What follows belongs to an exercise in optimizing a design on an open flow for small area, a short achievable clock period and few clock cycles per item; a production flow would make more cautious choices.
In this exercise RTL edits were held to simulation tests only and were not proved equivalent to the original.
No activity file was given, so power comes from the tool's default toggle rates.

==> inputs of job 3869 <==
==> flow/design.v <==
module aes_key_sched_iter #(
  parameter logic [2:0] MODES_EN = 3'b111,
  parameter int         IDX_W    = 6
) (
  input  logic             clk,
  input  logic             rst_n,
  input  logic             start,
  input  logic [1:0]       mode,
  input  logic [255:0]     key_in,
  output logic             busy,
  output logic             word_valid,
  input  logic             word_ready,
  output logic [31:0]      word_out,
  output logic [IDX_W-1:0] word_idx,
  output logic             done,
  output logic             err
);
  function automatic logic [3:0] sbox_s1(input logic [7:0] a);
    logic U0, U1, U2, U3, U4, U5, U6, U7;
    logic T1, T2, T3, T4, T5, T6, T7, T8, T9, T10, T11, T12, T13, T14, T15, T16;
    logic T17, T18, T19, T20, T21, T22, T23, T24, T25, T26, T27;
    logic M1, M2, M3, M4, M5, M6, M7, M8, M9, M10, M11, M12, M13, M14, M15, M16;
    logic M17, M18, M19, M20, M21, M22, M23;
    {U0, U1, U2, U3, U4, U5, U6, U7} = a;
    T1 = U0 ^ U3;   T2 = U0 ^ U5;   T3 = U0 ^ U6;   T4 = U3 ^ U5;
    T5 = U4 ^ U6;   T6 = T1 ^ T5;   T7 = U1 ^ U2;   T8 = U7 ^ T6;
    T9 = U7 ^ T7;   T10 = T6 ^ T7;  T11 = U1 ^ U5;  T12 = U2 ^ U5;
    T13 = T3 ^ T4;  T14 = T6 ^ T11; T15 = T5 ^ T11; T16 = T5 ^ T12;
    T17 = T9 ^ T16; T18 = U3 ^ U7;  T19 = T7 ^ T18; T20 = T1 ^ T19;
    T21 = U6 ^ U7;  T22 = T7 ^ T21; T23 = T2 ^ T22; T24 = T2 ^ T10;
    T25 = T20 ^ T17; T26 = T3 ^ T16; T27 = T1 ^ T12;
    M1 = T13 & T6;  M2 = T23 & T8;  M3 = T14 ^ M1;  M4 = T19 & U7;
    M5 = M4 ^ M1;   M6 = T3 & T16;  M7 = T22 & T9;  M8 = T26 ^ M6;
    M9 = T20 & T17; M10 = M9 ^ M6;  M11 = T1 & T15; M12 = T4 & T27;
    M13 = M12 ^ M11; M14 = T2 & T10; M15 = M14 ^ M11; M16 = M3 ^ M2;
    M17 = M5 ^ T24; M18 = M8 ^ M7;  M19 = M10 ^ M15; M20 = M16 ^ M13;
    M21 = M17 ^ M15; M22 = M18 ^ M13; M23 = M19 ^ T25;
    sbox_s1 = {M20, M21, M22, M23};
  endfunction
  function automatic logic [7:0] sbox_s2(input logic [7:0] a, input logic [3:0] m);
    logic U0, U1, U2, U3, U4, U5, U6, U7;
    logic T1, T2, T3, T4, T5, T6, T7, T8, T9, T10, T11, T12, T13, T15, T16;
    logic T17, T18, T19, T20, T21, T22, T23, T27;
    logic M20, M21, M22, M23, M24, M25, M26, M27, M28, M29, M30;
    logic M31, M32, M33, M34, M35, M36, M37, M38, M39, M40, M41, M42, M43, M44;
    logic M45, M46, M47, M48, M49, M50, M51, M52, M53, M54, M55, M56, M57, M58;
    logic M59, M60, M61, M62, M63;
    logic L0, L1, L2, L3, L4, L5, L6, L7, L8, L9, L10, L11, L12, L13, L14, L15;
    logic L16, L17, L18, L19, L20, L21, L22, L23, L24, L25, L26, L27, L28, L29;
    {U0, U1, U2, U3, U4, U5, U6, U7} = a;
    {M20, M21, M22, M23} = m;
    T1 = U0 ^ U3;   T2 = U0 ^ U5;   T3 = U0 ^ U6;   T4 = U3 ^ U5;
    T5 = U4 ^ U6;   T6 = T1 ^ T5;   T7 = U1 ^ U2;   T8 = U7 ^ T6;
    T9 = U7 ^ T7;   T10 = T6 ^ T7;  T11 = U1 ^ U5;  T12 = U2 ^ U5;
    T13 = T3 ^ T4;  T15 = T5 ^ T11; T16 = T5 ^ T12;
    T17 = T9 ^ T16; T18 = U3 ^ U7;  T19 = T7 ^ T18; T20 = T1 ^ T19;
    T21 = U6 ^ U7;  T22 = T7 ^ T21; T23 = T2 ^ T22; T27 = T1 ^ T12;
    M24 = M22 ^ M23;
    M25 = M22 & M20; M26 = M21 ^ M25; M27 = M20 ^ M21; M28 = M23 ^ M25;
    M29 = M28 & M27; M30 = M26 & M24; M31 = M20 & M23; M32 = M27 & M31;
    M33 = M27 ^ M25; M34 = M21 & M22; M35 = M24 & M34; M36 = M24 ^ M25;
    M37 = M21 ^ M29; M38 = M32 ^ M33; M39 = M23 ^ M30; M40 = M35 ^ M36;
    M41 = M38 ^ M40; M42 = M37 ^ M39; M43 = M37 ^ M38; M44 = M39 ^ M40;
    M45 = M42 ^ M41;
    M46 = M44 & T6;  M47 = M40 & T8;  M48 = M39 & U7;  M49 = M43 & T16;
    M50 = M38 & T9;  M51 = M37 & T17; M52 = M42 & T15; M53 = M45 & T27;
    M54 = M41 & T10; M55 = M44 & T13; M56 = M40 & T23; M57 = M39 & T19;
    M58 = M43 & T3;  M59 = M38 & T22; M60 = M37 & T20; M61 = M42 & T1;
    M62 = M45 & T4;  M63 = M41 & T2;
    L0 = M61 ^ M62;  L1 = M50 ^ M56;  L2 = M46 ^ M48;  L3 = M47 ^ M55;
    L4 = M54 ^ M58;  L5 = M49 ^ M61;  L6 = M62 ^ L5;   L7 = M46 ^ L3;
    L8 = M51 ^ M59;  L9 = M52 ^ M53;  L10 = M53 ^ L4;  L11 = M60 ^ L2;
    L12 = M48 ^ M51; L13 = M50 ^ L0;  L14 = M52 ^ M61; L15 = M55 ^ L1;
    L16 = M56 ^ L0;  L17 = M57 ^ L1;  L18 = M58 ^ L8;  L19 = M63 ^ L4;
    L20 = L0 ^ L1;   L21 = L1 ^ L7;   L22 = L3 ^ L12;  L23 = L18 ^ L2;
    L24 = L15 ^ L9;  L25 = L6 ^ L10;  L26 = L7 ^ L9;   L27 = L8 ^ L10;
    L28 = L11 ^ L14; L29 = L11 ^ L17;
    sbox_s2 = {L6 ^ L24, ~(L16 ^ L26), ~(L19 ^ L28), L6 ^ L21,
               L20 ^ L22, L25 ^ L29, ~(L13 ^ L27), ~(L6 ^ L23)};
  endfunction
  function automatic logic [6:0] decode(input logic [IDX_W-1:0] i, input logic [2:0] q,
                                        input logic [1:0] md);
    logic kp, d3, d2, d1, rot, nrot, last;
    kp = 1'b0; d3 = 1'b0; d2 = 1'b0; d1 = 1'b0; rot = 1'b0; nrot = 1'b0; last = 1'b0;
    case (md)
      2'd0: begin
        kp   = (i < IDX_W'(3));
        d3   = (q == 3'd0); d2 = (q == 3'd1); d1 = (q == 3'd2);
        rot  = (q == 3'd3);
        last = (i == IDX_W'(43));
      end
      2'd1: begin
        kp   = (i < IDX_W'(5));
        d3   = (q == 3'd2); d2 = (q == 3'd3); d1 = (q == 3'd4);
        rot  = (q == 3'd5);
        last = (i == IDX_W'(51));
      end
      default: begin
        kp   = (i < IDX_W'(7));
        d3   = (q[1:0] == 2'd0); d2 = (q[1:0] == 2'd1); d1 = (q[1:0] == 2'd2);
        rot  = (q == 3'd7);
        nrot = (q == 3'd3) && (i > IDX_W'(7));
        last = (i == IDX_W'(59));
      end
    endcase
    decode = {kp, d3, d2, d1, rot, nrot, last};
  endfunction
  logic             busy_q, done_q, err_q;
  logic [IDX_W-1:0] idx_q, idx_n;
  logic [2:0]       q_q, q_n;       
  logic [1:0]       md_q, md_n;     
  logic [6:0]       c_q;            
  logic             c_kp, c_d3, c_d2, c_d1, c_rot, c_nrot, c_last;
  logic [7:0]       rcon_q;
  logic [7:0]       xu_q, yu_q;     
  logic [3:0]       xm_q, ym_q;     
  logic [7:0]       sb0_q, sb1_q, sb2_q, sb3_q;   
  logic [31:0]      s_q [8];
  logic             mode_ok, take, adv;
  logic [31:0]      a_w, b_w, c_w, oldest, temp, new_word, e3, e2;
  logic [7:0]       xin, yin, xout, yout;
  always_comb begin
    case (mode)
      2'd0:    mode_ok = MODES_EN[0];
      2'd1:    mode_ok = MODES_EN[1];
      2'd2:    mode_ok = MODES_EN[2];
      default: mode_ok = 1'b0;
    endcase
  end
  assign {c_kp, c_d3, c_d2, c_d1, c_rot, c_nrot, c_last} = c_q;
  assign take = start && !busy_q && mode_ok;
  assign adv  = busy_q && word_ready;
  always_comb begin
    idx_n = idx_q;
    q_n   = q_q;
    md_n  = md_q;
    if (take) begin
      idx_n = '0;
      q_n   = 3'd0;
      md_n  = mode;
    end else if (adv) begin
      idx_n = idx_q + 1'b1;
      q_n   = c_rot ? 3'd0 : q_q + 3'd1;
    end
  end
  always_comb begin
    case (md_q)
      2'd0:    begin a_w = s_q[4]; b_w = s_q[5]; c_w = s_q[6]; end
      2'd1:    begin a_w = s_q[2]; b_w = s_q[3]; c_w = s_q[4]; end
      default: begin a_w = s_q[0]; b_w = s_q[1]; c_w = s_q[2]; end
    endcase
    oldest = c_kp ? s_q[0] : a_w;
    e3 = c_kp ? s_q[2] : (s_q[7] ^ a_w ^ b_w ^ c_w);
    e2 = c_kp ? s_q[1] : (s_q[7] ^ a_w ^ b_w);
  end
  always_comb begin
    xin  = c_d3 ? e3[31:24] : e2[23:16];
    yin  = c_d3 ? e3[15:8]  : e2[7:0];
    xout = sbox_s2(xu_q, xm_q);
    yout = sbox_s2(yu_q, ym_q);
    temp = ({32{c_rot}}  & {sb1_q ^ rcon_q, sb2_q, sb3_q, sb0_q})
         | ({32{c_nrot}} & {sb0_q, sb1_q, sb2_q, sb3_q})
         | ({32{!c_rot && !c_nrot && !c_kp}} & s_q[7]);
    new_word = oldest ^ temp;
  end
  always_ff @(posedge clk) begin
    if (!rst_n) begin
      busy_q <= 1'b0;
      done_q <= 1'b0;
      err_q  <= 1'b0;
    end else begin
      done_q <= adv && c_last;
      err_q  <= start && !busy_q && !mode_ok;
      if (take)                 busy_q <= 1'b1;
      else if (adv && c_last) busy_q <= 1'b0;
    end
  end
  always_ff @(posedge clk) begin
    idx_q <= idx_n;
    q_q   <= q_n;
    md_q  <= md_n;
    c_q   <= decode(idx_n, q_n, md_n);
    if (take) begin
      rcon_q <= 8'h01;
      for (int k = 0; k < 7; k++) s_q[k] <= key_in[223 - 32*k -: 32];
      s_q[7] <= key_in[255:224];
    end else if (adv) begin
      if (c_rot) rcon_q <= {rcon_q[6:0], 1'b0} ^ (rcon_q[7] ? 8'h1b : 8'h00);
      if (c_d3 || c_d2) begin
        xu_q <= xin; xm_q <= sbox_s1(xin);
        yu_q <= yin; ym_q <= sbox_s1(yin);
      end
      if (c_d2) begin sb0_q <= xout; sb2_q <= yout; end
      if (c_d1) begin sb1_q <= xout; sb3_q <= yout; end
      for (int k = 0; k < 7; k++) s_q[k] <= s_q[k+1];
      s_q[7] <= new_word;
    end
  end
  assign busy       = busy_q;
  assign word_valid = busy_q;
  assign done       = done_q;
  assign err        = err_q;
  assign word_out   = s_q[7];
  assign word_idx   = idx_q;
endmodule
==> flow/run.sh <==
#!/bin/bash
# synth_recipe.tcl (not shown) runs the flow's synth.tcl, then flattens the netlist and writes it again
# the make line also repeats each setting of config.mk as NAME=value (left out here)
make -C /OpenROAD-flow-scripts/flow DESIGN_CONFIG=/design/flow/config.mk WORK_HOME=/design/flow/orfs CLKGATE_MAP_FILE= SYNTH_SCRIPT=/design/flow/synth_recipe.tcl finish
==> flow/config.mk <==
export PLATFORM = sky130hd
export DESIGN_NAME = aes_key_sched_iter
export DESIGN_NICKNAME = aes_key_sched_iter
export VERILOG_FILES = /design/flow/design.v
export SDC_FILE = /design/flow/constraint.sdc
export NUM_CORES = 4
export LEC_CHECK = 0
export CAP_MARGIN = 20
export CORE_MARGIN = 2
export CORE_UTILIZATION = 40
export SLEW_MARGIN = 20
==> flow/constraint.sdc <==
create_clock -name core_clock -period 6.0 [get_ports {clk}]
set_input_delay 1.2000 -clock core_clock [delete_from_list [all_inputs] [get_ports {clk}]]
set_output_delay 1.2000 -clock core_clock [all_outputs]
set_load 0.01 [all_outputs]
==> inputs of job 3894, as changes to job 3869 <==
--- a/flow/design.v
+++ b/flow/design.v
@@ -111,2 +111,3 @@
   logic [1:0]       md_q, md_n;     
+  logic [2:0]       nk_q;           
   logic [6:0]       c_q;            
@@ -118,4 +119,5 @@
   logic [31:0]      s_q [8];
-  logic             mode_ok, take, adv;
-  logic [31:0]      a_w, b_w, c_w, oldest, temp, new_word, e3, e2;
+  logic             mode_ok, take, adv, hold;
+  logic [31:0]      sh [8];         
+  logic [31:0]      temp, new_word, e3, e2;
   logic [7:0]       xin, yin, xout, yout;
@@ -132,2 +134,3 @@
   assign adv  = busy_q && word_ready;
+  assign hold = !take && !adv;
   always_comb begin
@@ -146,10 +149,4 @@
   always_comb begin
-    case (md_q)
-      2'd0:    begin a_w = s_q[4]; b_w = s_q[5]; c_w = s_q[6]; end
-      2'd1:    begin a_w = s_q[2]; b_w = s_q[3]; c_w = s_q[4]; end
-      default: begin a_w = s_q[0]; b_w = s_q[1]; c_w = s_q[2]; end
-    endcase
-    oldest = c_kp ? s_q[0] : a_w;
-    e3 = c_kp ? s_q[2] : (s_q[7] ^ a_w ^ b_w ^ c_w);
-    e2 = c_kp ? s_q[1] : (s_q[7] ^ a_w ^ b_w);
+    e3 = c_kp ? s_q[2] : (s_q[7] ^ s_q[0] ^ s_q[1] ^ s_q[2]);
+    e2 = c_kp ? s_q[1] : (s_q[7] ^ s_q[0] ^ s_q[1]);
   end
@@ -163,3 +160,7 @@
          | ({32{!c_rot && !c_nrot && !c_kp}} & s_q[7]);
-    new_word = oldest ^ temp;
+    new_word = s_q[0] ^ temp;
+    for (int k = 0; k < 7; k++) sh[k] = s_q[k+1];
+    if (nk_q[0]) sh[2] = s_q[7];
+    if (nk_q[1]) sh[4] = s_q[7];
+    sh[7] = new_word;
   end
@@ -181,7 +182,10 @@
     md_q  <= md_n;
+    nk_q  <= {md_n == 2'd2, md_n == 2'd1, md_n == 2'd0};
     c_q   <= decode(idx_n, q_n, md_n);
+    for (int k = 0; k < 7; k++)
+      s_q[k] <= ({32{take}} & key_in[223 - 32*k -: 32]) | ({32{adv}} & sh[k])
+              | ({32{hold}} & s_q[k]);
+    s_q[7] <= ({32{take}} & key_in[255:224]) | ({32{adv}} & sh[7]) | ({32{hold}} & s_q[7]);
     if (take) begin
       rcon_q <= 8'h01;
-      for (int k = 0; k < 7; k++) s_q[k] <= key_in[223 - 32*k -: 32];
-      s_q[7] <= key_in[255:224];
     end else if (adv) begin
@@ -194,4 +198,2 @@
       if (c_d1) begin sb1_q <= xout; sb3_q <= yout; end
-      for (int k = 0; k < 7; k++) s_q[k] <= s_q[k+1];
-      s_q[7] <= new_word;
     end
- ABC_AREA: default -> 1
- SETUP_SLACK_MARGIN: default -> 2.5
==> notes <==
In job 3894 the power is larger than in job 3869, by about 3.7%. Of job 3869 and job 3894, job 3894 has the higher global-route usage (gap 1.3 points). Of job 3894 and job 3869, job 3869 has the higher clock skew (gap 7.9 ps). Between job 3869 and job 3894, the lower area after synthesis is in job 3894 (gap 15%, measured against job 3894). In job 3869 the cell area is larger than in job 3894, by about 12%. Routed wire length: job 3869 is larger than job 3894 (about 6.6%). In job 3869 the die area is higher than in job 3894, by about 15%. In job 3869 the utilization is lower than in job 3894, by 1.7 points.
Testbench counts of job 3869, summed over its fixed seeds: cycles 27,072, words 26,552.
Testbench counts of job 3894, summed over its fixed seeds: cycles 27,072, words 26,552.

## afterwards: timing with drivers on the ports
Ports are ideal in the flow. The routed layouts listed here were re-timed in OpenROAD.
Step 1 (the two cells are an assumption about what drives the block):
set clk [get_ports {clk}]
set_driving_cell -lib_cell sky130_fd_sc_hd__clkbuf_16 $clk
set_driving_cell -lib_cell sky130_fd_sc_hd__buf_2 [delete_from_list [all_inputs] $clk]
Step 2, shift: input delay + t, output delay - t, t = (earliest + latest rising clock arrival at the registers) / 2. This alone moves slack from input paths to output paths.
Three values: ideal ports, drivers, drivers and shift; two values: the first two.
run	t (ns)	setup WS [ns]	worst setup path at the end	clock arrival spread, ns	worst data-port slew with drivers (ns)
job 3869	0.624	1.392 / 1.392 / 1.392	register to register	0.026 / 0.026	0.08
job 3894	0.601	2.658 / 2.681 / 2.079	input to register	0.024 / 0.025	0.09
After both steps setup and hold are still met in every run listed. The setup slack of job 3894, which loses most, moves by +0.023 ns with the drivers and by -0.579 ns with both steps.
